This design comes from an exercise in tuning for small area, a short achievable clock period and few clock cycles per item on the open sky130 flow, not from production work. Only simulation tests tie the RTL to the original design; equivalence was not proved. Power and IR drop assume default switching activity.

==> flow/design.v <==
`timescale 1ns / 1ps
package sdtl_pkg;
   localparam logic [1:0] OP_START  = 2'd0;
   localparam logic [1:0] OP_STOP   = 2'd1;
   localparam logic [1:0] OP_EXPIRE = 2'd2;
   localparam logic [1:0] ACT_NONE    = 2'd0;
   localparam logic [1:0] ACT_ARMED   = 2'd1;
   localparam logic [1:0] ACT_STOPPED = 2'd2;
   localparam int ReqDataW = 104;
   localparam int RspDataW = 40;
   typedef enum logic [3:0] {
      ST_IDLE,
      ST_DECODE,
      ST_UL_NEXT,
      ST_UL_ALARM,
      ST_UL_WALK,
      ST_INS_START,
      ST_INS_WALK,
      ST_INS_LINK,
      ST_INS_PREV,
      ST_PROC,
      ST_DONE
   } state_type;
   function automatic logic wrap_before(input logic [31:0] a, input logic [31:0] b);
      logic [31:0] diff;
      diff = a - b;
      wrap_before = diff[31];
   endfunction
   function automatic logic [31:0] time_left(input logic [31:0] ft, input logic [31:0] now);
      logic [31:0] ahead;
      ahead = ft - now;
      time_left = wrap_before(now, ft) ? ahead : 32'd0;
   endfunction
endpackage
`timescale 1ns / 1ps
module sorted_deadline_timer_list #(
   parameter int NUM_TIMERS = 16
) (
   input  logic                          clock,
   input  logic                          reset,
   input  logic                          req_tvalid,
   output logic                          req_tready,
   input  logic [1:0]                    req_tuser,   
   input  logic [sdtl_pkg::ReqDataW-1:0] req_tdata,
   output logic                          rsp_tvalid,
   input  logic                          rsp_tready,
   output logic [sdtl_pkg::RspDataW-1:0] rsp_tdata
);
   localparam int N = 16;
   function automatic logic ult(input logic [31:0] a, input logic [31:0] b);
      ult = (a < b);
   endfunction
   function automatic logic ahead(input logic ab, input logic [31:0] a,
                                  input logic [31:0] e, input logic [31:0] bnd);
      logic lo, hi;
      hi = ult(e, bnd);
      lo = ult(a, e);
      ahead = ab ? (lo & hi) : (lo | hi);
   endfunction
   function automatic logic before_now(input logic [31:0] now, input logic [31:0] f);
      before_now = now[31] ^ f[31] ^ (now[30:0] < f[30:0]);
   endfunction
   logic adv;    
   logic rdy;    
   logic        s2_v;
   logic [1:0]  s2_op;
   logic [3:0]  s2_id;
   logic [31:0] s2_fn;     
   logic [31:0] s2_b;      
   logic [31:0] in_now;
   logic        in_start, in_exp;
   assign in_now   = req_tdata[35:4];
   assign in_start = (req_tuser == sdtl_pkg::OP_START);
   assign in_exp   = (req_tuser == sdtl_pkg::OP_EXPIRE);
   always_ff @(posedge clock) begin
      if (reset) begin
         s2_v <= 1'b0;
      end else if (adv) begin
         s2_v <= req_tvalid & rdy;
      end
   end
   always_ff @(posedge clock) begin
      if (adv) begin
         s2_op <= req_tuser;
         s2_id <= req_tdata[3:0];
         s2_fn <= in_start ? req_tdata[67:36] + {1'b0, req_tdata[98:68]} : in_now;
         s2_b  <= {~in_now[31], in_now[30:0]} + {31'd0, in_exp};
      end
   end
   logic [N-1:0] lv;
   logic [3:0]   lid [N];
   logic [31:0]  lf  [N];
   logic        s3_v;
   logic [1:0]  s3_op;
   logic [3:0]  s3_id;
   logic [31:0] s3_fn;
   logic [31:0] s3_now;
   logic [N-1:0] s3_ga;    
   logic [N-1:0] s3_im;    
   logic [N-1:0] sl, sr, ld, hold;
   logic         c0;
   logic [N-1:0] ga_pre, im_pre, ga_adj, im_adj;
   logic         ga_new, im_new;
   assign c0     = ult(s2_fn, s2_b);
   assign ga_new = ahead(c0, s2_fn, s3_fn, s2_b);
   assign im_new = (s3_id == s2_id);
   for (genvar p = 0; p < N; p++) begin : g_pre
      assign ga_pre[p] = ahead(c0, s2_fn, lf[p], s2_b);
      assign im_pre[p] = (lid[p] == s2_id);
   end
   for (genvar q = 0; q < N; q++) begin : g_adj
      logic ga_up, im_up, ga_dn, im_dn;
      if (q < N - 1) begin : g_up
         assign ga_up = ga_pre[q+1];
         assign im_up = im_pre[q+1];
      end else begin : g_top
         assign ga_up = 1'b0;
         assign im_up = 1'b0;
      end
      if (q > 0) begin : g_dn
         assign ga_dn = ga_pre[q-1];
         assign im_dn = im_pre[q-1];
      end else begin : g_bot
         assign ga_dn = 1'b0;
         assign im_dn = 1'b0;
      end
      assign ga_adj[q] = (hold[q] & ga_pre[q]) | (sl[q] & ga_up) | (sr[q] & ga_dn)
                       | (ld[q] & ga_new);
      assign im_adj[q] = (hold[q] & im_pre[q]) | (sl[q] & im_up) | (sr[q] & im_dn)
                       | (ld[q] & im_new);
   end
   always_ff @(posedge clock) begin
      if (reset) begin
         s3_v <= 1'b0;
      end else if (adv) begin
         s3_v <= s2_v;
      end
   end
   always_ff @(posedge clock) begin
      if (adv) begin
         s3_op  <= s2_op;
         s3_id  <= s2_id;
         s3_fn  <= s2_fn;
         s3_now <= (s2_op == sdtl_pkg::OP_START) ? {~s2_b[31], s2_b[30:0]} : s2_fn;
         s3_ga  <= ga_adj;
         s3_im  <= im_adj;
      end
   end
   logic go;
   logic is_start, is_stop, is_exp;
   assign go       = adv & s3_v;
   assign is_start = (s3_op == sdtl_pkg::OP_START);
   assign is_stop  = (s3_op == sdtl_pkg::OP_STOP);
   assign is_exp   = (s3_op == sdtl_pkg::OP_EXPIRE);
   logic [N-1:0] hit, cand, rm, ins;
   logic [N:0]   rt, it;    
   logic         fire;
   assign hit  = lv & s3_im;
   assign cand = ~lv | (s3_ga & ~hit);
   assign fire = lv[0] & ~s3_ga[0];
   always_comb begin
      rm  = '0;
      ins = '0;
      if (go) begin
         if (is_start) begin
            rm  = hit;
            ins = cand;
         end else if (is_stop) begin
            rm  = hit;
         end else if (is_exp) begin
            rm[0] = fire;
         end
      end
   end
   assign rt[0] = rm[0];
   assign it[0] = ins[0];
   for (genvar q = 1; q < N; q++) begin : g_pfx
      assign rt[q] = rt[q-1] | rm[q];
      assign it[q] = it[q-1] | ins[q];
   end
   assign rt[N] = rt[N-1];
   assign it[N] = go & is_start;
   for (genvar q = 0; q < N; q++) begin : g_sel
      logic itp;
      if (q == 0) begin : g_first
         assign itp   = 1'b0;
         assign sr[q] = 1'b0;
      end else begin : g_rest
         assign itp   = it[q-1];
         assign sr[q] = it[q-1] & ~rt[q-1];
      end
      assign sl[q]   = rt[q] & ~it[q+1];
      assign ld[q]   = rt[q] ? (it[q+1] & ~it[q]) : (it[q] & ~itp);
      assign hold[q] = ~(sl[q] | sr[q] | ld[q]);
   end
   always_ff @(posedge clock) begin
      for (int q = 0; q < N; q++) begin
         lid[q] <= ({4{hold[q]}} & lid[q])
                 | ({4{ld[q]}} & s3_id)
                 | ({4{sl[q]}} & ((q < N-1) ? lid[(q+1)%N] : 4'd0))
                 | ({4{sr[q]}} & ((q > 0) ? lid[(q+N-1)%N] : 4'd0));
         lf[q]  <= ({32{hold[q]}} & lf[q])
                 | ({32{ld[q]}} & s3_fn)
                 | ({32{sl[q]}} & ((q < N-1) ? lf[(q+1)%N] : 32'd0))
                 | ({32{sr[q]}} & ((q > 0) ? lf[(q+N-1)%N] : 32'd0));
      end
   end
   always_ff @(posedge clock) begin
      if (reset) begin
         lv <= '0;
      end else begin
         for (int q = 0; q < N; q++) begin
            lv[q] <= (hold[q] & lv[q])
                   | ld[q]
                   | (sl[q] & ((q < N-1) ? lv[(q+1)%N] : 1'b0))
                   | (sr[q] & ((q > 0) ? lv[(q+N-1)%N] : 1'b0));
         end
      end
   end
   logic       n_fired;
   logic [3:0] n_fid;
   logic [1:0] n_act;
   logic [1:0] after_head;    
   assign after_head = lv[1] ? sdtl_pkg::ACT_ARMED : sdtl_pkg::ACT_STOPPED;
   always_comb begin
      n_fired = 1'b0;
      n_fid   = 4'd0;
      n_act   = sdtl_pkg::ACT_NONE;
      if (is_start) begin
         if (hit[0] | cand[0]) begin
            n_act = sdtl_pkg::ACT_ARMED;
         end
      end else if (is_stop) begin
         if (hit[0]) begin
            n_act = after_head;
         end
      end else if (is_exp) begin
         if (!lv[0]) begin
            n_act = sdtl_pkg::ACT_STOPPED;
         end else if (fire) begin
            n_fired = 1'b1;
            n_fid   = lid[0];
            n_act   = after_head;
         end else begin
            n_act = sdtl_pkg::ACT_ARMED;
         end
      end
   end
   logic        r1_v;
   logic        r1_fired;
   logic [3:0]  r1_fid;
   logic [1:0]  r1_act;
   logic [31:0] r1_now;
   always_ff @(posedge clock) begin
      if (reset) begin
         r1_v <= 1'b0;
      end else if (adv) begin
         r1_v <= s3_v;
      end
   end
   always_ff @(posedge clock) begin
      if (adv) begin
         r1_fired <= n_fired;
         r1_fid   <= n_fid;
         r1_act   <= n_act;
         r1_now   <= s3_now;
      end
   end
   logic [31:0] rem;
   logic [38:0] r1_data;
   assign rem     = ((r1_act == sdtl_pkg::ACT_ARMED) && before_now(r1_now, lf[0]))
                    ? lf[0] - r1_now : 32'd0;
   assign r1_data = {rem, r1_act, r1_fid, r1_fired};
   logic        q0_v, q1_v;
   logic [38:0] q0_d, q1_d;
   logic        push, pop;
   logic        q0_vn, q1_vn;
   assign adv  = ~(q0_v & q1_v);
   assign push = adv & r1_v;
   assign pop  = q0_v & rsp_tready;
   always_comb begin
      q0_vn = q0_v;
      q1_vn = q1_v;
      if (!q0_v) begin
         q0_vn = push;
      end else if (!q1_v) begin
         if (pop) begin
            q0_vn = push;
         end else begin
            q1_vn = push;
         end
      end else if (pop) begin
         q1_vn = 1'b0;
      end
   end
   always_ff @(posedge clock) begin
      if (reset) begin
         q0_v <= 1'b0;
         q1_v <= 1'b0;
         rdy  <= 1'b1;
      end else begin
         q0_v <= q0_vn;
         q1_v <= q1_vn;
         rdy  <= ~(q0_vn & q1_vn);
      end
   end
   always_ff @(posedge clock) begin
      if (!q0_v || (pop && !q1_v)) begin
         q0_d <= r1_data;
      end else if (pop) begin
         q0_d <= q1_d;
      end
      if (q0_v && !q1_v && !pop) begin
         q1_d <= r1_data;
      end
   end
   assign req_tready = rdy;
   assign rsp_tvalid = q0_v;
   assign rsp_tdata  = {1'b0, q0_d};
endmodule
==> flow/run.sh <==
#!/bin/bash
# synth_recipe.tcl (not shown) runs the flow's synth.tcl, then flattens the netlist and writes it again
# the make line also repeats each setting of config.mk as NAME=value (left out here)
make -C /OpenROAD-flow-scripts/flow DESIGN_CONFIG=/design/flow/config.mk WORK_HOME=/design/flow/orfs CLKGATE_MAP_FILE= SYNTH_SCRIPT=/design/flow/synth_recipe.tcl finish
==> flow/config.mk <==
export PLATFORM = sky130hd
export DESIGN_NAME = sorted_deadline_timer_list
export DESIGN_NICKNAME = sorted_deadline_timer_list
export VERILOG_FILES = /design/flow/design.v
export SDC_FILE = /design/flow/constraint.sdc
export NUM_CORES = 4
export LEC_CHECK = 0
export CAP_MARGIN = 20
export CORE_MARGIN = 2
export CORE_UTILIZATION = 35
export PLACE_DENSITY = 0.5
export SETUP_SLACK_MARGIN = 3.3
export SLEW_MARGIN = 20
==> flow/constraint.sdc <==
create_clock -name core_clock -period 7.0 [get_ports {clock}]
set_input_delay 1.4000 -clock core_clock [delete_from_list [all_inputs] [get_ports {clock}]]
set_output_delay 1.4000 -clock core_clock [all_outputs]
set_load 0.01 [all_outputs]
==> notes.md, run 1 <==
Max IR drop VDD - 0.000193 V
Yosys cell types - 92
Worst setup path category - register to register
Cell count after synthesis - 7,185
Clock root cell - clkbuf_16
Iter 0 DRT Violations - 7,376
WL per Instance - 24.3 um
Pin count of the biggest net entering global routing - 73
Vias in the first global route - 55,626
Dominant synthesized flop cell - dfxtp_1
Final net count - 8,677
R2R cell count - 10
Finish-stage setup viols - 0
Clk Latency, worst-skew pair - 0.75 ns
Detail Route Antenna Nets - 0
First-pass GRT wire length - 361,000 um
Placed Cells - 9,604
#FFs+latches synth - 887
GR Util met2 - 38.9%
ANT cells - 0
Global Route met3 Usage - 2.78%
Cell area after synthesis - 0.0652 mm2
Tightest Pin Transition - 1.09 ns
Syn Area/Cell - 9.07 um2
Sequential-to-total area share from yosys stat - 31.7%
Number of hold violations in the final report - 0
Clk sinks - 887
TritonCTS clock tree - done
GRT Util Overall - 24.4%
Leak - 34.1 nW
Port bufs - 145
Logic pwr share - 38.5%
Vias after detailed routing - 58,874
CP Capture Type - register
Fin Setup TNS - 0 ns
Die X - 436 um
Worst-path fanout max - 15
P per Cell Area - 310 mW/mm2
Min Hold Slack - 0.418 ns
GRT busiest layer - met2
Num CTS Buffers - 113
Ys async rst share - 0%
Fin cells - 9,961
RSZ-0062 raised after global routing - yes
Die Y - 436 um
Fmax - 0.269 GHz
Share of cells above drive strength 1 - 10.5%
Rel. slew slack - 26.9%
Clk slew on worst S/H paths - 0.06 ns
Yosys warnings - 3
Critical Path AT - 4.21 ns
Antenna violations before repair - 3
Max Buffers Root-to-Sink - 3
Hold depth - 0
H-tree depth - 3
I/O pin count - 152
Die footprint - 0.190 mm2
Starting density of the core - 35.2%
DRC - 0
Clock share of power - 25.2%
GPL Wtd Cong - 0.886
Pre-antenna DRT Iters - 12
Pint - 0.0141 W
Switching power - 0.00957 W
Final period utilization - 53.2%
Post-DP HPWL - 179,000 um
Flop pwr share - 36.2%
Sw Ratio - 40.5%
DR vias/cell - 5.91
Status - no timing/DRC/antenna violations
Post-synth EDFFs - 289
Syn_nets - 8,477
Met1 GRT Util - 34.4%
Worst min-delay path class - register to register
Layout Skew - 0.0253 ns
Core area - 0.185 mm2
Syn-to-layout area delta - 17.0%
Worst path required time - 7.49 ns
Clock period minus worst slack - 3.72 ns
Max-slew violations - 0
Final WL - 242,000 um
Std-Cell Rows - 158
Max Cap Viol - 0
Worst Setup Start Kind - register
Global route total overflow - 0
## cells in the mapped netlist (13+ instances only)
cell,count,area (um2)
and4_1,17,149
nor4_1,31,194
o31ai_1,45,338
o2111ai_1,13,114
dfxtp_1,598,12000
a21o_1,311,2330
xor2_1,75,657
o211ai_1,39,293
nand4_1,159,995
ha_1,1180,14800
nand3_1,73,365
mux2_2,43,484
a211oi_1,56,420
nand2b_1,59,369
xnor2_1,74,648
maj3_1,15,150
edfxtp_1,289,8680
and3_1,23,144
nand2_1,798,3000
a221oi_1,31,272
nor2_1,249,935
o21ai_0,471,2360
a21oi_1,363,1820
clkbuf_1,320,1200
a221o_1,80,801
o21ai_1,58,290
a222oi_1,525,5260
inv_1,672,2520
o21a_1,40,300
o21bai_1,16,120
nor2b_1,74,463
a22oi_1,13,97.6
a31oi_1,25,156
buf_2,44,220
and2_1,17,106
nor3_1,85,425
a2111oi_0,26,228
## flip-flops by register name, summed over array words and instances, names as in the netlist, 2 cells and up
signal  flops
s2_b       32
s2_op       2
s3_id       4
s3_ga      16
lid        64
r1_fid      4
q1_d       39
lf        512
s2_fn      32
r1_now     32
q0_d       39
s3_now     32
s2_id       4
r1_act      2
s3_im      16
lv         16
s3_op       2
s3_fn      32
## final timing paths
path	from	endpoint	slack [ns]
setup / recovery	s2_b[27]$_DFFE_PN_	s3_ga[2]$_DFFE_PN_	3.28
hold / removal	s3_now[30]$_DFFE_PN_	r1_now[30]$_DFFE_PN_	0.42
setup reg to reg	s2_b[27]$_DFFE_PN_	s3_ga[2]$_DFFE_PN_	3.28
hold reg to reg	s3_now[30]$_DFFE_PN_	r1_now[30]$_DFFE_PN_	0.42
## layer usage
| layer | up-vias | share of wire, % | wire length (um) |
|---|---|---|---|
| met5 | - | 0 | 0 |
| met3 | 359 | 6.5 | 15600 |
| li1 | 27801 | - | - |
| met2 | 2120 | 46 | 110000 |
| met1 | 28594 | 45 | 110000 |
| met4 | 0 | 2.6 | 6180 |
## worst max-delay path: stages (launching register included)
cell and delay (ns):
edfxtp_1 0.40, inv_1 0.22, buf_4 0.38, ha_1 0.22, nand4_1 0.16, nor4_1 0.95, a2111oi_2 0.29, o21ai_0 0.17
maj3_2 0.31, o32ai_1 0.10, a221o_1 0.27
## power by group through the flow
stage	registers, W	logic [W]	clock network, W
3_5_place_dp	0.00870	0.00842	0
5_1_grt	0.00873	0.0103	0.00630
2_1_floorplan	0.00789	0.00589	0
3_3_place_gp	0.00869	0.00813	0
4_1_cts	0.00856	0.00877	0.00608
6_report	0.00857	0.00911	0.00597
## placed cells by master, fill, tap and decap left out, drive strengths merged, types with 16 or more instances in the layout
master         synthesis  layout
a21o                 311     311
nand4                159     159
and4                  17      17
ha                  1180    1180
xor2                  75      75
nor2                 251     251
clkinv                 0      38
mux2                  44      44
nand2b                59      59
a211oi                57      57
xnor2                 74      74
edfxtp               289     289
and2                  18      18
o211ai                39      39
a21oi                365     365
nor3                  91      91
a2111oi               27      27
nor2b                 74      74
nor4                  33      33
o21a                  40      40
clkdlybuf4s50          0     112
maj3                  16      17
a221oi                32      32
clkinvlp               0      16
o21bai                16      16
o21ai                530     530
o31ai                 45      45
a222oi               525     525
dfxtp                598     598
nand3                 73      73
inv                  674     669
a221o                 80      80
dlygate4sd2            0      21
nand2                798     799
clkbuf               320     164
a31oi                 25      25
buf                   67     315
and3                  23      23
## repair_timing
action / 4_1_cts / 5_1_grt
pin swaps: 50 / 56
setup buffers: 81 / 53
gates cloned: 8 / 4
gates resized for setup: 228 / 150
hold buffers: 0 / 0
setup endpoints to repair: 595 / 400
## final cells by class
| class | count | area (um2) |
|---|---|---|
| Clock buffer | 157 | 3180 |
| Clock inverter | 54 | 536 |
| Fill cell | 18196 | 109000 |
| Inverter | 674 | 2570 |
| Multi-Input combinational cell | 5241 | 41800 |
| Sequential cell | 887 | 20700 |
| Tap cell | 2480 | 3100 |
| Timing Repair Buffer | 464 | 4410 |
| Timing Repair inverter | 4 | 30.0 |
## cell families after synthesis
group | share of synthesized area (%)
other | 0.00575
AND/OR/NAND/NOR | 11.6
XOR/XNOR | 2.00
adder cells (fa/ha/maj) | 23.0
multiplexers | 0.858
AO/OA/AOI/OAI | 24.6
flip-flops | 31.7
buffers and inverters | 6.32
## metrics by stage
stage / utilization, % / worst slack (ns) / power [W] / area (um2)
global route: 41.2 / 3.21 / 0.0253 / 76300
floorplan: - / 3.12 / 0.0138 / 65300
detailed placement: 37.7 / 1.91 / 0.0171 / 69800
CTS: 40.5 / 3.25 / 0.0234 / 75100
global placement: 37.7 / 1.93 / 0.0168 / 69800
finish: 41.2 / 3.28 / 0.0237 / 76300
Testbench counts, summed over its fixed seeds: cycles 12,032, requests 12,000.
==> run 2, diff against run 1 <==
--- a/flow/design.v
+++ b/flow/design.v
@@ -50,3 +50,14 @@
    function automatic logic ult(input logic [31:0] a, input logic [31:0] b);
-      ult = (a < b);
+      logic [31:0] g, p;
+      g = ~a & b;
+      p = ~a | b;
+      for (int w = 1; w < 32; w = w * 2) begin
+         for (int i = 31; i >= 0; i--) begin
+            if ((i % (2 * w)) == (2 * w - 1)) begin
+               g[i] = g[i] | (p[i] & g[i-w]);
+               p[i] = p[i] & p[i-w];
+            end
+         end
+      end
+      ult = g[31];
    endfunction
@@ -60,3 +71,3 @@
    function automatic logic before_now(input logic [31:0] now, input logic [31:0] f);
-      before_now = now[31] ^ f[31] ^ (now[30:0] < f[30:0]);
+      before_now = now[31] ^ f[31] ^ ult({1'b0, now[30:0]}, {1'b0, f[30:0]});
    endfunction
==> notes.md, run 2 <==
Synth area leaders - dfxtp_1 (21%), edfxtp_1 (15%), a222oi_1 (10%), nand2_1 (7.7%), o21ai_0 (4.8%)
Std-Cell Rows - 148
Top-count cell post-synth - nand2_1
#FFs+latches synth - 887
Num CTS Buffers - 109
Post-synth EDFFs - 289
Leak - 26.7 nW
DR WL met3 - 33,200 um
Pre-antenna DRT Iters - 11
Number of hold violations in the final report - 0
Min Hold Slack - 0.406 ns
DR vias/cell - 6.66
Clk sinks - 887
RSZ-0062 raised after global routing - yes
Post-DP HPWL - 203,000 um
Post-layout util - 43.1%
Antenna violations before repair - 10
Largest regs - lf x512, lid x64
Starting density of the core - 35.3%
Detail Route Antenna Nets - 0
CP max stage delay - 0.63 ns
Yosys warnings - 3
Worst min-delay path class - register to register
Most common cell after layout, fill and taps aside - nand2_1
Max Cap Viol - 0
Worst Setup Start Kind - register
Final period utilization - 56.9%
Most frequent cells in the layout - nand2_1 (1,158), dfxtp_1 (587), a222oi_1 (585)
Layout Skew - 0.0353 ns
Yosys cell types - 93
Fmax - 0.251 GHz
GPL Wtd Cong - 0.980
Rel. slew slack - 25.5%
Die Y - 409 um
Syn-to-layout area delta - 22.1%
Port bufs - 145
Worst setup path category - register to register
Cell count after synthesis - 7,068
PnR Total Power - 0.0237 W
Max IR drop VDD - 0.000222 V
Tightest Pin Transition - 1.12 ns
Die X - 409 um
TritonCTS clock tree - done
Compound-Gate Fraction of Synth Area - 33.3%
Met1 wire length - 113,000 um
Cell area after synthesis - 0.0574 mm2
R2R Setup Slk - 3.02 ns
Synth cell count leaders - nand2_1 (1,171), dfxtp_1 (598), a222oi_1 (585)
Final net count - 7,379
Worst-path fanout max - 17
P per Cell Area - 338 mW/mm2
Max reg flops - 512
Min-delay src - s3_now[26]$_DFFE_PN_
Clock period minus worst slack - 3.98 ns
Hold depth - 0
Worst path slowest cell - edfxtp_1
Die footprint - 0.167 mm2
Metal2 WL - 126,000 um
Sequential-to-total area share from yosys stat - 36.0%
Ys async rst share - 0%
GRT Util Overall - 32.9%
Largest family of logic cells by synthesized area - compound AO/OA/AOI/OAI gates
Hold-critical path endpoint - r1_now[26]$_DFFE_PN_
WL per Instance - 30.6 um
Dominant synthesized flop cell - dfxtp_1
Top Layer Used - met5
Syn Area/Cell - 8.12 um2
Worst path required time - 7.51 ns
Final WL - 289,000 um
Share of cells above drive strength 1 - 15.0%
DRC - 0
Fin Setup TNS - 0 ns
Status - no timing/DRC/antenna violations
R2R Path Start - s2_fn[4]$_DFFE_PN_
Share of the synthesized area in the top cell type - 20.9%
Max-slew violations - 0
Finish-stage setup viols - 0
Critical Path AT - 4.50 ns
Global route total overflow - 0
Clk Latency, worst-skew pair - 0.77 ns
Syn_nets - 7,275
Simple-Gate Fraction of Synth Area - 15.3%
CP Capture Type - register
Post-Synth Adder-Cell Area - 5.30%
I/O pin count - 152
XOR/XNOR share of the synthesized area - 2.37%
Core area - 0.163 mm2
Synth area leader - dfxtp_1
Vias in the first global route - 59,881
R2R cell count - 14
Max Buffers Root-to-Sink - 3
Iter 0 DRT Violations - 10,906
CTS Hold Bufs - 0
Crit path cell chain - buf_6 > clkinv_1 > buf_8 > a22o_1 > a311o_1 > o211ai_1 > a311oi_4 > nor2_1 > a2111o_1 > o2111ai_2 > maj3_2 > buf_12 > a221o_1 > a21o_1
Vias after detailed routing - 62,913
Reg2reg end - s3_ga[10]$_DFFE_PN_
H-tree depth - 3
Clk slew on worst S/H paths - 0.06 ns
Post-synthesis mux area share - 0.174%
Reg with most FFs - lf
Clock root cell - clkbuf_16
Pin count of the biggest net entering global routing - 96
First-pass GRT wire length - 415,000 um
[run 2: changes by cell type after synthesis, sizes merged, moves of 60 or more]
cell    previous run  this run
a21o             311        38
a222oi           525       585
a22oi             13       151
clkbuf           320       552
ha              1180        95
inv              674       473
maj3              16       180
nand2            798      1171
nand4            159        35
o221ai             4        82
o22ai              5       212
[run 2: worst max path at each step]
stage	from	end	slack (ns)
2_1_floorplan	req_tdata[44]	s2_fn[31]$_DFFE_PN_	3.20
4_1_cts	s2_b[8]$_DFFE_PN_	s3_ga[5]$_DFFE_PN_	3.02
6_report	s2_fn[4]$_DFFE_PN_	s3_ga[10]$_DFFE_PN_	3.02
5_1_grt	s2_b[11]$_DFFE_PN_	s3_ga[10]$_DFFE_PN_	3.06
3_5_place_dp	s2_b[1]$_DFFE_PN_	s3_ga[5]$_DFFE_PN_	1.69
3_3_place_gp	s2_b[1]$_DFFE_PN_	s3_ga[5]$_DFFE_PN_	1.73
[run 2: cell families (layout without fill, tap and decap cells)]
group | after synthesis | in the layout
muxes | 9 | 9
DFF | 887 | 887
xor gates and xnor gates | 155 | 155
AOI/OAI and AO/OA | 2624 | 2624
other | 1 | 3
buffers and inverters | 1138 | 1338
and+or+nand+nor | 1977 | 1978
adders and majority gates | 277 | 277
[run 2: what timing repair did]
item                                    CTS  global route
pin swaps                               101           104
cloned                                   15             5
setup buffers                           164            66
gates resized for setup                 405           201
endpoints found under the setup margin  632           382
[run 2: report_power, final]
| group | switching, W | internal, W |
|---|---|---|
| logic | 0.00511 | 0.00343 |
| registers | 0.00231 | 0.00669 |
| clock network | 0.00260 | 0.00358 |
| total | 0.0100 | 0.0137 |
[run 2: critical path: cells and delay by family (launching register included)]
family                     cells  cell delay (ns)
and+or+nand+nor                1             0.16
DFF                            1             0.63
adders and majority gates      1             0.35
buffers and inverters          4             0.57
AOI/OAI and AO/OA              8             2.01
[run 2: metrics by stage]
| step | setup slack [ns] | instance area [um2] | std cells |
|---|---|---|---|
| 6_report | 3.02 | 70100 | 9446 |
| 5_1_grt | 3.06 | 70100 | 9444 |
| 4_1_cts | 3.02 | 68600 | 9371 |
| 3_5_place_dp | 1.69 | 61400 | 8984 |
| 3_3_place_gp | 1.73 | 61400 | 8984 |
| 2_1_floorplan | 3.20 | 57500 | 7068 |
[run 2: layout make-up]
cell class / count / area [um2]
fillers: 16289 / 92700
multi-input cells: 5044 / 34400
flip-flops and latches: 887 / 20700
repair buffers: 640 / 6410
clock buffers: 137 / 3040
well taps: 2175 / 2720
inverters: 487 / 1980
clock inverters: 71 / 835
repair inverters: 3 / 20.0
diodes: 2 / 5.00
[run 2: routing by layer]
metal,track usage (%),vias up
met1,42.7,30777
met2,50.5,4083
met5,0,-
li1,-,27299
met3,7.32,748
met4,18.3,6
Testbench counts of run 2, summed over its fixed seeds: cycles 12,032, requests 12,000.
==> run 3, diff against run 2 <==
--- a/flow/design.v
+++ b/flow/design.v
@@ -73,3 +73,2 @@
    endfunction
-   logic adv;    
    logic rdy;    
@@ -88,3 +87,3 @@
          s2_v <= 1'b0;
-      end else if (adv) begin
+      end else begin
          s2_v <= req_tvalid & rdy;
@@ -93,3 +92,3 @@
    always_ff @(posedge clock) begin
-      if (adv) begin
+      begin
          s2_op <= req_tuser;
@@ -145,3 +144,3 @@
          s3_v <= 1'b0;
-      end else if (adv) begin
+      end else begin
          s3_v <= s2_v;
@@ -150,3 +149,3 @@
    always_ff @(posedge clock) begin
-      if (adv) begin
+      begin
          s3_op  <= s2_op;
@@ -161,3 +160,3 @@
    logic is_start, is_stop, is_exp;
-   assign go       = adv & s3_v;
+   assign go       = s3_v;
    assign is_start = (s3_op == sdtl_pkg::OP_START);
@@ -267,3 +266,3 @@
          r1_v <= 1'b0;
-      end else if (adv) begin
+      end else begin
          r1_v <= s3_v;
@@ -272,3 +271,3 @@
    always_ff @(posedge clock) begin
-      if (adv) begin
+      begin
          r1_fired <= n_fired;
@@ -284,33 +283,22 @@
    assign r1_data = {rem, r1_act, r1_fid, r1_fired};
-   logic        q0_v, q1_v;
-   logic [38:0] q0_d, q1_d;
-   logic        push, pop;
-   logic        q0_vn, q1_vn;
-   assign adv  = ~(q0_v & q1_v);
-   assign push = adv & r1_v;
-   assign pop  = q0_v & rsp_tready;
-   always_comb begin
-      q0_vn = q0_v;
-      q1_vn = q1_v;
-      if (!q0_v) begin
-         q0_vn = push;
-      end else if (!q1_v) begin
-         if (pop) begin
-            q0_vn = push;
-         end else begin
-            q1_vn = push;
-         end
-      end else if (pop) begin
-         q1_vn = 1'b0;
-      end
-   end
+   localparam int QN = 5;
+   logic [38:0] q [QN];
+   logic [2:0]  qc, qc_n;           
+   logic        pop;
+   logic [2:0]  wr;                
+   logic [2:0]  flight_n;
+   logic        qv;                
+   assign pop      = qv & rsp_tready;
+   assign qc_n     = qc + {2'd0, r1_v} - {2'd0, pop};
+   assign wr       = qc - {2'd0, pop};
+   assign flight_n = {2'd0, req_tvalid & rdy} + {2'd0, s2_v} + {2'd0, s3_v};
    always_ff @(posedge clock) begin
       if (reset) begin
-         q0_v <= 1'b0;
-         q1_v <= 1'b0;
-         rdy  <= 1'b1;
+         qc  <= 3'd0;
+         qv  <= 1'b0;
+         rdy <= 1'b1;
       end else begin
-         q0_v <= q0_vn;
-         q1_v <= q1_vn;
-         rdy  <= ~(q0_vn & q1_vn);
+         qc  <= qc_n;
+         qv  <= (qc_n != 3'd0);
+         rdy <= ({1'b0, qc_n} + {1'b0, flight_n}) < 4'(QN);
       end
@@ -318,14 +306,13 @@
    always_ff @(posedge clock) begin
-      if (!q0_v || (pop && !q1_v)) begin
-         q0_d <= r1_data;
-      end else if (pop) begin
-         q0_d <= q1_d;
-      end
-      if (q0_v && !q1_v && !pop) begin
-         q1_d <= r1_data;
+      for (int i = 0; i < QN; i++) begin
+         if (r1_v && wr == 3'(i)) begin
+            q[i] <= r1_data;
+         end else if (pop) begin
+            q[i] <= (i < QN - 1) ? q[(i+1)%QN] : 39'd0;
+         end
       end
    end
+   assign rsp_tvalid = qv;
+   assign rsp_tdata  = {1'b0, q[0]};
    assign req_tready = rdy;
-   assign rsp_tvalid = q0_v;
-   assign rsp_tdata  = {1'b0, q0_d};
 endmodule
==> notes.md, run 3 <==
Status - no timing/DRC/antenna violations
Sequential-to-total area share from yosys stat - 36.3%
Antenna violations before repair - 3
Num CTS Buffers - 121
Largest regs - lf x512, q x195, lid x64
Post-synth EDFFs - 195
Starting density of the core - 35.1%
Top-count cell post-synth - nand2_1
Worst setup path category - register to register
DR vias/cell - 6.34
Global route total overflow - 0
Worst path required time - 7.72 ns
Port bufs - 145
Clock period minus worst slack - 3.80 ns
Ys async rst share - 0%
Max reg flops - 512
RSZ-0062 raised after global routing - yes
Pint - 0.0158 W
Max Buffers Root-to-Sink - 3
Syn_nets - 7,831
Max Cap Viol - 0
Yosys cell types - 90
Most common cell after layout, fill and taps aside - nand2_1
Fmax - 0.263 GHz
Vias in the first global route - 59,793
Min Hold Slack - 0.315 ns
Syn Area/Cell - 7.99 um2
Max-slew violations - 0
Clk sinks - 1,006
Global Route met3 Usage - 4.33%
DRC - 0
Final WL - 267,000 um
I/O pin count - 152
CP Capture Type - register
Most frequent cells in the layout - nand2_1 (1,489), dfxtp_1 (788), a222oi_1 (639)
WL per Instance - 26.9 um
Switching power - 0.0118 W
Final net count - 7,715
Rel. slew slack - 18.0%
Post-route cell area - 0.0707 mm2
First-pass GRT wire length - 393,000 um
Clock root cell - clkbuf_16
CTS Hold Bufs - 0
#FFs+latches synth - 1,006
Final period utilization - 54.2%
Tightest Pin Transition - 1.20 ns
Critical Path AT - 4.52 ns
Cell count after synthesis - 7,615
Logic pwr share - 35.5%
Pre-antenna DRT Iters - 13
Dominant synthesized flop cell - dfxtp_1
Syn-to-layout area delta - 16.2%
Leak - 27.5 nW
Share of the synthesized area in the top cell type - 26.7%
Die footprint - 0.177 mm2
Finish-stage setup viols - 0
Sw Ratio - 42.7%
Clk slew on worst S/H paths - 0.06 ns
Synth area leaders - dfxtp_1 (27%), a222oi_1 (11%), edfxtp_1 (9.6%), nand2_1 (9.2%), o21ai_0 (4.2%)
GR Util met2 - 44.7%
Yosys warnings - 4
Worst Setup Start Kind - register
Reg with most FFs - lf
H-tree depth - 3
TritonCTS clock tree - done
Vias after detailed routing - 63,018
GPL Wtd Cong - 0.985
Share of cells above drive strength 1 - 10.7%
Die X - 421 um
Iter 0 DRT Violations - 9,477
GRT busiest layer - met2
Post-DP HPWL - 195,000 um
Die Y - 421 um
Synth area leader - dfxtp_1
Fin Setup TNS - 0 ns
Clock share of power - 24.4%
P per Cell Area - 390 mW/mm2
Std-Cell Rows - 153
Met1 GRT Util - 37.8%
Worst-path fanout max - 12
Pin count of the biggest net entering global routing - 71
Number of hold violations in the final report - 0
GRT Util Overall - 28.7%
Synth cell count leaders - nand2_1 (1,498), dfxtp_1 (811), a222oi_1 (639)
Flop pwr share - 40.1%
Worst min-delay path class - register to register
Cell area after synthesis - 0.0609 mm2
Layout Skew - 0.0295 ns
Clk Latency, worst-skew pair - 0.79 ns
Detail Route Antenna Nets - 0
Area post-placement - 0.0648 mm2
Core area - 0.173 mm2
Max IR drop VDD - 0.000221 V
[run 3: cell types whose count changed after synthesis, moves of 37 or more]
cell,before,now
nand2b_1,111,184
edfxtp_1,289,195
clkbuf_1,546,608
a222oi_1,585,639
maj3_1,172,135
dfxtp_1,598,811
nand2_1,1171,1498
o21ai_0,550,507
[run 3: final timing paths]
kind | slack [ns] | to | from | depth (start not counted)
min | 0.32 | r1_now[14]$_DFF_P_ | s3_now[14]$_DFF_P_ | 0
min reg2reg | 0.32 | r1_now[14]$_DFF_P_ | s3_now[14]$_DFF_P_ | 0
max | 3.20 | s3_ga[11]$_DFF_P_ | s2_fn[1]$_DFF_P_ | 11
max reg2reg | 3.20 | s3_ga[11]$_DFF_P_ | s2_fn[1]$_DFF_P_ | 11
[run 3: critical path: stages (launching register included)]
cell	delay, ns
dfxtp_1	0.30
buf_4	0.20
inv_1	0.53
a21oi_1	0.09
o221ai_1	0.24
a21oi_1	0.13
a2111oi_0	1.04
o31a_1	0.41
o41a_1	0.17
maj3_2	0.38
a222oi_1	0.16
nand2_1	0.09
[run 3: repair_timing]
item / in CTS / in global routing
cloned: 15 / 0
pin swaps: 28 / 32
hold endpoints to repair: 0 / 0
endpoints found under the setup margin: 823 / 749
resized for setup: 140 / 106
setup buffers: 36 / 25
[run 3: kinds of logic after synthesis]
kind of cell / share of synthesized area [%]
flops: 36.3
buf+inv: 7.21
compound gates: 31.5
other cells: 0.00616
fa+ha+maj: 4.57
simple gates: 17.4
xor+xnor: 2.23
mux: 0.773
[run 3: through the flow]
stage                     worst slack, ns  utilization, %  cells  total power (W)
after global placement               1.74            37.4   9623           0.0202
final                                3.20            40.8   9933           0.0276
after global routing                 3.22            40.8   9931           0.0291
after detailed placement             1.77            37.4   9623           0.0203
after CTS                            3.20            40.4   9903           0.0273
after floorplan                      2.99               -   7615           0.0164
[run 3: cell type report]
| type | instances | area (um2) |
|---|---|---|
| Fill cell | 17431 | 103000 |
| Timing Repair Buffer | 440 | 3930 |
| Timing Repair inverter | 1 | 7.51 |
| Clock inverter | 61 | 738 |
| Multi-Input combinational cell | 5473 | 35700 |
| Clock buffer | 168 | 3490 |
| Tap cell | 2325 | 2910 |
| Sequential cell | 1006 | 22100 |
| Inverter | 456 | 1770 |
| Antenna cell | 3 | 7.51 |
[run 3: routing by layer]
layer | part of all wire (%) | vias to the layer above
met5 | 0.015 | -
met4 | 6.3 | 6
met3 | 9.2 | 604
met2 | 44 | 3390
met1 | 41 | 30509
li1 | - | 28509
[run 3: power by group through the flow]
stage                     registers, W  logic, W  clock network, W
after floorplan                0.00955   0.00690                 0
after global placement          0.0110   0.00915                 0
after detailed placement        0.0110   0.00929                 0
after CTS                       0.0109   0.00953           0.00687
after global routing            0.0114    0.0107           0.00709
final                           0.0111   0.00979           0.00674
Testbench counts of run 3, summed over its fixed seeds: cycles 12,032, requests 12,000.
==> run 4, diff against run 3 <==
--- a/flow/design.v
+++ b/flow/design.v
@@ -49,3 +49,4 @@
    localparam int N = 16;
-   function automatic logic ult(input logic [31:0] a, input logic [31:0] b);
+   function automatic logic ult_ci(input logic [31:0] a, input logic [31:0] b,
+                                   input logic ci);
       logic [31:0] g, p;
@@ -61,8 +62,12 @@
       end
-      ult = g[31];
+      ult_ci = g[31] | (ci & p[31]);
+   endfunction
+   function automatic logic ult(input logic [31:0] a, input logic [31:0] b);
+      ult = ult_ci(a, b, 1'b0);
    endfunction
    function automatic logic ahead(input logic ab, input logic [31:0] a,
-                                  input logic [31:0] e, input logic [31:0] bnd);
+                                  input logic [31:0] e, input logic [31:0] bnd,
+                                  input logic bi);
       logic lo, hi;
-      hi = ult(e, bnd);
+      hi = ult_ci(e, bnd, bi);
       lo = ult(a, e);
@@ -78,3 +83,4 @@
    logic [31:0] s2_fn;     
-   logic [31:0] s2_b;      
+   logic [31:0] s2_now;
+   logic        s2_exp;    
    logic [31:0] in_now;
@@ -96,3 +102,4 @@
          s2_fn <= in_start ? req_tdata[67:36] + {1'b0, req_tdata[98:68]} : in_now;
-         s2_b  <= {~in_now[31], in_now[30:0]} + {31'd0, in_exp};
+         s2_now <= in_now;
+         s2_exp <= in_exp;
       end
@@ -113,7 +120,9 @@
    logic         ga_new, im_new;
-   assign c0     = ult(s2_fn, s2_b);
-   assign ga_new = ahead(c0, s2_fn, s3_fn, s2_b);
+   logic [31:0] bnd;
+   assign bnd    = {~s2_now[31], s2_now[30:0]};
+   assign c0     = ult_ci(s2_fn, bnd, s2_exp);
+   assign ga_new = ahead(c0, s2_fn, s3_fn, bnd, s2_exp);
    assign im_new = (s3_id == s2_id);
    for (genvar p = 0; p < N; p++) begin : g_pre
-      assign ga_pre[p] = ahead(c0, s2_fn, lf[p], s2_b);
+      assign ga_pre[p] = ahead(c0, s2_fn, lf[p], bnd, s2_exp);
       assign im_pre[p] = (lid[p] == s2_id);
@@ -153,3 +162,3 @@
          s3_fn  <= s2_fn;
-         s3_now <= (s2_op == sdtl_pkg::OP_START) ? {~s2_b[31], s2_b[30:0]} : s2_fn;
+         s3_now <= s2_now;
          s3_ga  <= ga_adj;
==> notes.md, run 4 <==
Most common cell after layout, fill and taps aside - nand2_1
CP Capture Type - register
Max IR drop VDD - 0.000271 V
Yosys cell types - 91
Cell area after synthesis - 0.0594 mm2
Number of hold violations in the final report - 0
Syn-to-layout area delta - 24.0%
RSZ-0062 raised after global routing - yes
WL per Instance - 32.2 um
Die Y - 416 um
First-pass GRT wire length - 440,000 um
Pin count of the biggest net entering global routing - 71
DR vias/cell - 6.65
Synth area leaders - dfxtp_1 (27%), a222oi_1 (10%), edfxtp_1 (9.9%), nand2_1 (8.9%), o21ai_0 (5.4%)
Pint - 0.0167 W
Die footprint - 0.173 mm2
Clock period minus worst slack - 3.93 ns
Rel. slew slack - 20.9%
I/O pin count - 152
Clock share of power - 23.4%
Final period utilization - 56.1%
Vias after detailed routing - 65,361
Max Buffers Root-to-Sink - 3
Die X - 416 um
Worst Setup Start Kind - register
#FFs+latches synth - 1,007
Max reg flops - 512
Layout Skew - 0.0849 ns
Post-DP HPWL - 203,000 um
Largest regs - lf x512, q x195, lid x64
Clock root cell - clkbuf_16
Clk slew on worst S/H paths - 0.07 ns
Sw Ratio - 44.5%
Footprint of the multi-input gates - 0.0352 mm2
Final net count - 7,713
Num CTS Buffers - 120
Reg with most FFs - lf
Worst min-delay path class - register to register
PnR Total Power - 0.0301 W
Fin Setup TNS - 0 ns
Top-count cell post-synth - nand2_1
Max-slew violations - 0
Detail Route Antenna Nets - 0
Ys async rst share - 0%
Worst path required time - 7.71 ns
Tightest Pin Transition - 1.18 ns
Yosys warnings - 4
Clk Latency, worst-skew pair - 0.85 ns
Starting density of the core - 35.1%
Synth area leader - dfxtp_1
FF+latch area - 0.0222 mm2
Logic pwr share - 38.9%
Flop pwr share - 37.8%
Syn Area/Cell - 8.01 um2
H-tree depth - 3
Number of fill cells in the layout - 16,706
Iter 0 DRT Violations - 11,804
Vias in the first global route - 61,266
Switching power - 0.0134 W
Most frequent cells in the layout - nand2_1 (1,352), dfxtp_1 (765), a222oi_1 (598)
Antenna violations before repair - 18
P per Cell Area - 408 mW/mm2
Global route total overflow - 0
Fmax - 0.254 GHz
Final WL - 316,000 um
Status - no timing/DRC/antenna violations
Share of the synthesized area in the top cell type - 27.4%
Cell count after synthesis - 7,412
TritonCTS clock tree - done
Finish-stage setup viols - 0
Synth cell count leaders - nand2_1 (1,411), dfxtp_1 (812), o21ai_0 (635)
GRT Util Overall - 34.0%
Post-synth EDFFs - 195
Worst-path fanout max - 16
Leak - 28.4 nW
Worst setup path category - register to register
Dominant synthesized flop cell - dfxtp_1
Pre-antenna DRT Iters - 14
Max Cap Viol - 0
Critical Path AT - 4.64 ns
Share of cells above drive strength 1 - 15.6%
Sequential-to-total area share from yosys stat - 37.3%
Post-layout util - 43.6%
Syn_nets - 7,626
Core area - 0.169 mm2
GPL Wtd Cong - 0.989
Std-Cell Rows - 151
Clk sinks - 1,007
Port bufs - 145
DRC - 0
[run 4: through the flow]
stage                     setup WS, ns  instance area [um2]  instances  hold slack (ns)
final                             3.07                73600       9830            0.317
after global routing              3.06                73600       9825            0.327
after detailed placement          1.45                63300       9335            0.313
after global placement            1.40                63200       9335            0.311
after CTS                         3.07                71600       9744            0.320
after floorplan                   3.17                59500       7412            0.310
[run 4: cell type report]
cell class / count / share of cell area [%]
repair buffers: 621 / 9.63
clock buffers: 159 / 4.54
inverters: 473 / 2.53
diodes: 8 / 0.0272
multi-input cells: 5275 / 47.9
clock inverters: 68 / 1.42
repair inverters: 1 / 0.0102
flip-flops and latches: 1007 / 30.2
well taps: 2218 / 3.77
[run 4: repair_timing]
action	4_1_cts	5_1_grt
endpoints found under the setup margin	774	659
pin swaps	156	117
gates resized for setup	516	255
buffers inserted	142	58
gates cloned	40	20
hold buffers	0	0
[run 4: path summary, 6_finish.rpt]
check        slack (ns)                 to  cells after the start         startpoint
max reg2reg        3.07  s3_ga[11]$_DFF_P_                     13  s2_fn[21]$_DFF_P_
min                0.32  r1_now[2]$_DFF_P_                      0  s3_now[2]$_DFF_P_
min reg2reg        0.32  r1_now[2]$_DFF_P_                      0  s3_now[2]$_DFF_P_
max                3.07  s3_ga[11]$_DFF_P_                     13  s2_fn[21]$_DFF_P_
[run 4: logic make-up after synthesis]
| kind of cell | share of synthesized area, % |
|---|---|
| mux | 0.0358 |
| xor+xnor | 1.81 |
| buf+inv | 7.34 |
| flops | 37.3 |
| simple gates | 15.2 |
| fa+ha+maj | 5.78 |
| compound gates | 32.6 |
| other cells | 0.00632 |
[run 4: routing by layer]
metal | up-vias | global-route usage, % | wire length (um)
li1 | 28182 | - | -
met1 | 31474 | 44.1 | 120000
met2 | 4599 | 50.1 | 130000
met3 | 1096 | 8.81 | 39500
met4 | 10 | 21.3 | 26400
met5 | - | 0 | 64
[run 4: worst max-delay path: stages (launching register included)]
cell	delay [ns]
dfxtp_1	0.30
buf_4	0.23
inv_1	0.15
buf_4	0.26
o22ai_1	0.11
o21bai_1	0.19
or3_1	0.45
nor3_1	0.54
o21ai_0	0.46
o21ai_0	0.42
or4_1	0.18
maj3_2	0.34
a22oi_1	0.11
o221ai_1	0.08
[run 4: power groups by stage]
stage	sequential (W)	clock, W	combinational, W
final	0.0114	0.00703	0.0117
after global routing	0.0115	0.00732	0.0125
after CTS	0.0111	0.00710	0.0109
after detailed placement	0.0112	0	0.00984
after global placement	0.0112	0	0.00971
after floorplan	0.00964	0	0.00691
Testbench counts of run 4, summed over its fixed seeds: cycles 12,032, requests 12,000.
==> run 5, diff against run 4 <==
--- a/flow/config.mk
+++ b/flow/config.mk
@@ -10,2 +10,4 @@
 export CORE_UTILIZATION = 35
+export CTS_BUF_LIST = sky130_fd_sc_hd__clkbuf_4 sky130_fd_sc_hd__clkbuf_8
+export CTS_CLUSTER_SIZE = 24
 export PLACE_DENSITY = 0.5
==> notes.md, run 5 <==
Status - no timing/DRC/antenna violations
Top-count cell post-synth - nand2_1
Post-layout util - 43.4%
Die X - 416 um
Final WL - 319,000 um
Clk Latency, worst-skew pair - 1.01 ns
Worst-path fanout max - 18
Clock root cell - clkbuf_8
Die footprint - 0.173 mm2
DR vias/cell - 6.61
Number of hold violations in the final report - 0
First-pass GRT wire length - 445,000 um
Synth cell count leaders - nand2_1 (1,411), dfxtp_1 (812), o21ai_0 (635)
Global route total overflow - 0
CP max stage delay - 1.07 ns
Finish-stage setup viols - 0
Rel. slew slack - 20.8%
Crit path cell chain - inv_1 > maj3_1 > a21oi_1 > nor2_1 > a221oi_1 > o21ai_2 > maj3_4 > buf_8 > a22o_1 > a221o_1
Max-slew violations - 0
Post-synth EDFFs - 195
Share of cells above drive strength 1 - 17.2%
Worst path slowest cell - dfxtp_1
Pre-antenna DRT Iters - 14
Max IR drop VDD - 0.000220 V
Std-Cell Rows - 151
Synth area leaders - dfxtp_1 (27%), a222oi_1 (10%), edfxtp_1 (9.9%), nand2_1 (8.9%), o21ai_0 (5.4%)
WL per Instance - 32.0 um
GPL Wtd Cong - 0.989
Critical Path AT - 4.81 ns
Number of fill cells in the layout - 16,851
Max reg flops - 512
Fin cells - 9,966
Syn-to-layout area delta - 23.4%
GRT Util Overall - 34.6%
Worst Setup Start Kind - register
Num CTS Buffers - 187
Cell area after synthesis - 0.0594 mm2
Starting density of the core - 35.1%
Final period utilization - 56.4%
Largest regs - lf x512, q x195, lid x64
Share of the synthesized area in the top cell type - 27.4%
Tightest Pin Transition - 1.19 ns
Detail Route Antenna Nets - 0
Clk slew on worst S/H paths - 0.06 ns
#FFs+latches synth - 1,007
Ys async rst share - 0%
Hold depth - 0
Port bufs - 145
Max Cap Viol - 0
Synth area leader - dfxtp_1
Final net count - 7,794
Most frequent cells in the layout - nand2_1 (1,370), dfxtp_1 (762), a222oi_1 (598)
Dominant synthesized flop cell - dfxtp_1
I/O pin count - 152
Clk sinks - 1,007
Syn Area/Cell - 8.01 um2
Yosys warnings - 4
Core area - 0.169 mm2
Worst setup path category - register to register
Die Y - 416 um
Fin Setup TNS - 0 ns
Worst min-delay path class - register to register
RSZ-0062 raised after global routing - yes
Pin count of the biggest net entering global routing - 71
Worst path required time - 7.86 ns
Sequential-to-total area share from yosys stat - 37.3%
R2R cell count - 10
H-tree depth - 4
Post-DP HPWL - 203,000 um
Cell count after synthesis - 7,412
Leak - 28.4 nW
Clock period minus worst slack - 3.95 ns
Fmax - 0.253 GHz
P per Cell Area - 403 mW/mm2
Antenna violations before repair - 21
Layout Skew - 0.0871 ns
TritonCTS clock tree - done
Vias in the first global route - 62,172
Reg with most FFs - lf
CP Capture Type - register
Most common cell after layout, fill and taps aside - nand2_1
Yosys cell types - 91
Syn_nets - 7,626
Vias after detailed routing - 65,911
DRC - 0
Max Buffers Root-to-Sink - 3
Iter 0 DRT Violations - 12,439
Placed Cells - 9,335
## run 5: final timing paths
path              slack (ns)                end         startpoint
setup / recovery        3.05   s3_ga[4]$_DFF_P_  s3_fn[28]$_DFF_P_
hold / removal          0.32  r1_now[3]$_DFF_P_  s3_now[3]$_DFF_P_
setup reg to reg        3.05   s3_ga[4]$_DFF_P_  s3_fn[28]$_DFF_P_
hold reg to reg         0.32  r1_now[3]$_DFF_P_  s3_now[3]$_DFF_P_
## run 5: cells by family after synthesis
kind of cell    count (synthesis)  synth area share, %
buf+inv                      1139                 7.34
simple gates                 2124                 15.2
compound gates               2703                 32.6
fa+ha+maj                     313                 5.78
mux                             2               0.0358
flops                        1007                 37.3
xor+xnor                      123                 1.81
other cells                     1              0.00632
## run 5: per-stage QoR
stage / total power (W) / area [um2] / worst slack (ns) / hold slack [ns]
CTS: 0.0284 / 71500 / 3.01 / 0.325
global route: 0.0307 / 73200 / 3.02 / 0.331
finish: 0.0295 / 73200 / 3.05 / 0.320
detailed placement: 0.0210 / 63300 / 1.45 / 0.313
global placement: 0.0209 / 63200 / 1.40 / 0.311
floorplan: 0.0166 / 59500 / 3.17 / 0.310
## run 5: timing repair
action	in CTS	in global routing
gates resized for setup	508	267
hold buffers	0	0
pin swaps	169	177
gates cloned	43	15
buffers inserted	166	50
setup endpoints to repair	734	686
hold endpoints to repair	0	0
## run 5: area by class of cell
type | instances | area, um2 | share of cell area (%)
inverters | 473 | 1870 | 2.55
repair inverters | 1 | 7.51 | 0.0103
repair buffers | 636 | 7110 | 9.70
clock inverters | 55 | 475 | 0.649
flip-flops and latches | 1007 | 22200 | 30.4
diodes | 14 | 35.0 | 0.0478
well taps | 2218 | 2780 | 3.79
multi-input cells | 5274 | 35200 | 48.0
clock buffers | 288 | 3560 | 4.87
## run 5: power by group
| part | internal, W | switching (W) | total [W] | leakage [nW] |
|---|---|---|---|---|
| sequential | 0.00793 | 0.00342 | 0.0114 | 8.60 |
| clock | 0.00347 | 0.00283 | 0.00630 | 2.17 |
| combinational | 0.00464 | 0.00718 | 0.0118 | 17.7 |
## run 5: worst max-delay path, delay by kind of cell, from the launching register on
family | cells | cell delay [ns]
flip-flops | 1 | 1.07
adder cells (fa/ha/maj) | 2 | 0.89
AND/OR/NAND/NOR | 1 | 0.05
AO/OA/AOI/OAI | 5 | 1.45
buffers and inverters | 2 | 0.38
## run 5: per-layer routing
metal  track usage, %  part of all wire, %  up-vias
li1                 -                    -    28373
met2             50.6                   41     4630
met4             23.7                  8.3       18
met1             44.1                   38    31776
met5                0                0.068        -
met3             9.75                   13     1114

separate check: timing with driven ports:
The flow's constraints put no driver on any port. The routed layouts listed below were extracted and timed again, unchanged, in two steps. Step 1: set_driving_cell puts a clkbuf_16 on clock and a buf_2 on each other input, an assumption about the parent block. Step 2 times the ports against the registers' clock, not the clock port: input delays grow and output delays shrink by t, the midpoint of the rising clock arrivals with the driver on. a / b / c = no drivers / after step 1 / after step 2; a / b = the first two.
run	t (ns)	setup WS [ns]	worst setup path at the end	slew at the worst register clock pin (ns)	worst data-port slew with drivers (ns)
run 1	0.818	3.278 / 3.278 / 2.610	input to register	0.07 / 0.07	0.12
run 2	0.833	3.017 / 3.017 / 2.560	input to register	0.07 / 0.07	0.07
run 3	0.861	3.204 / 3.204 / 2.619	input to register	0.07 / 0.07	0.05
run 4	0.889	3.070 / 3.070 / 2.532	input to register	0.07 / 0.07	0.05
run 5	1.044	3.049 / 3.049 / 2.408	input to register	0.07 / 0.07	0.05
After both steps setup and hold are still met in every run listed. For run 1, which loses most, drivers alone change the setup slack by 0.000 ns; drivers and shift together by -0.668 ns.
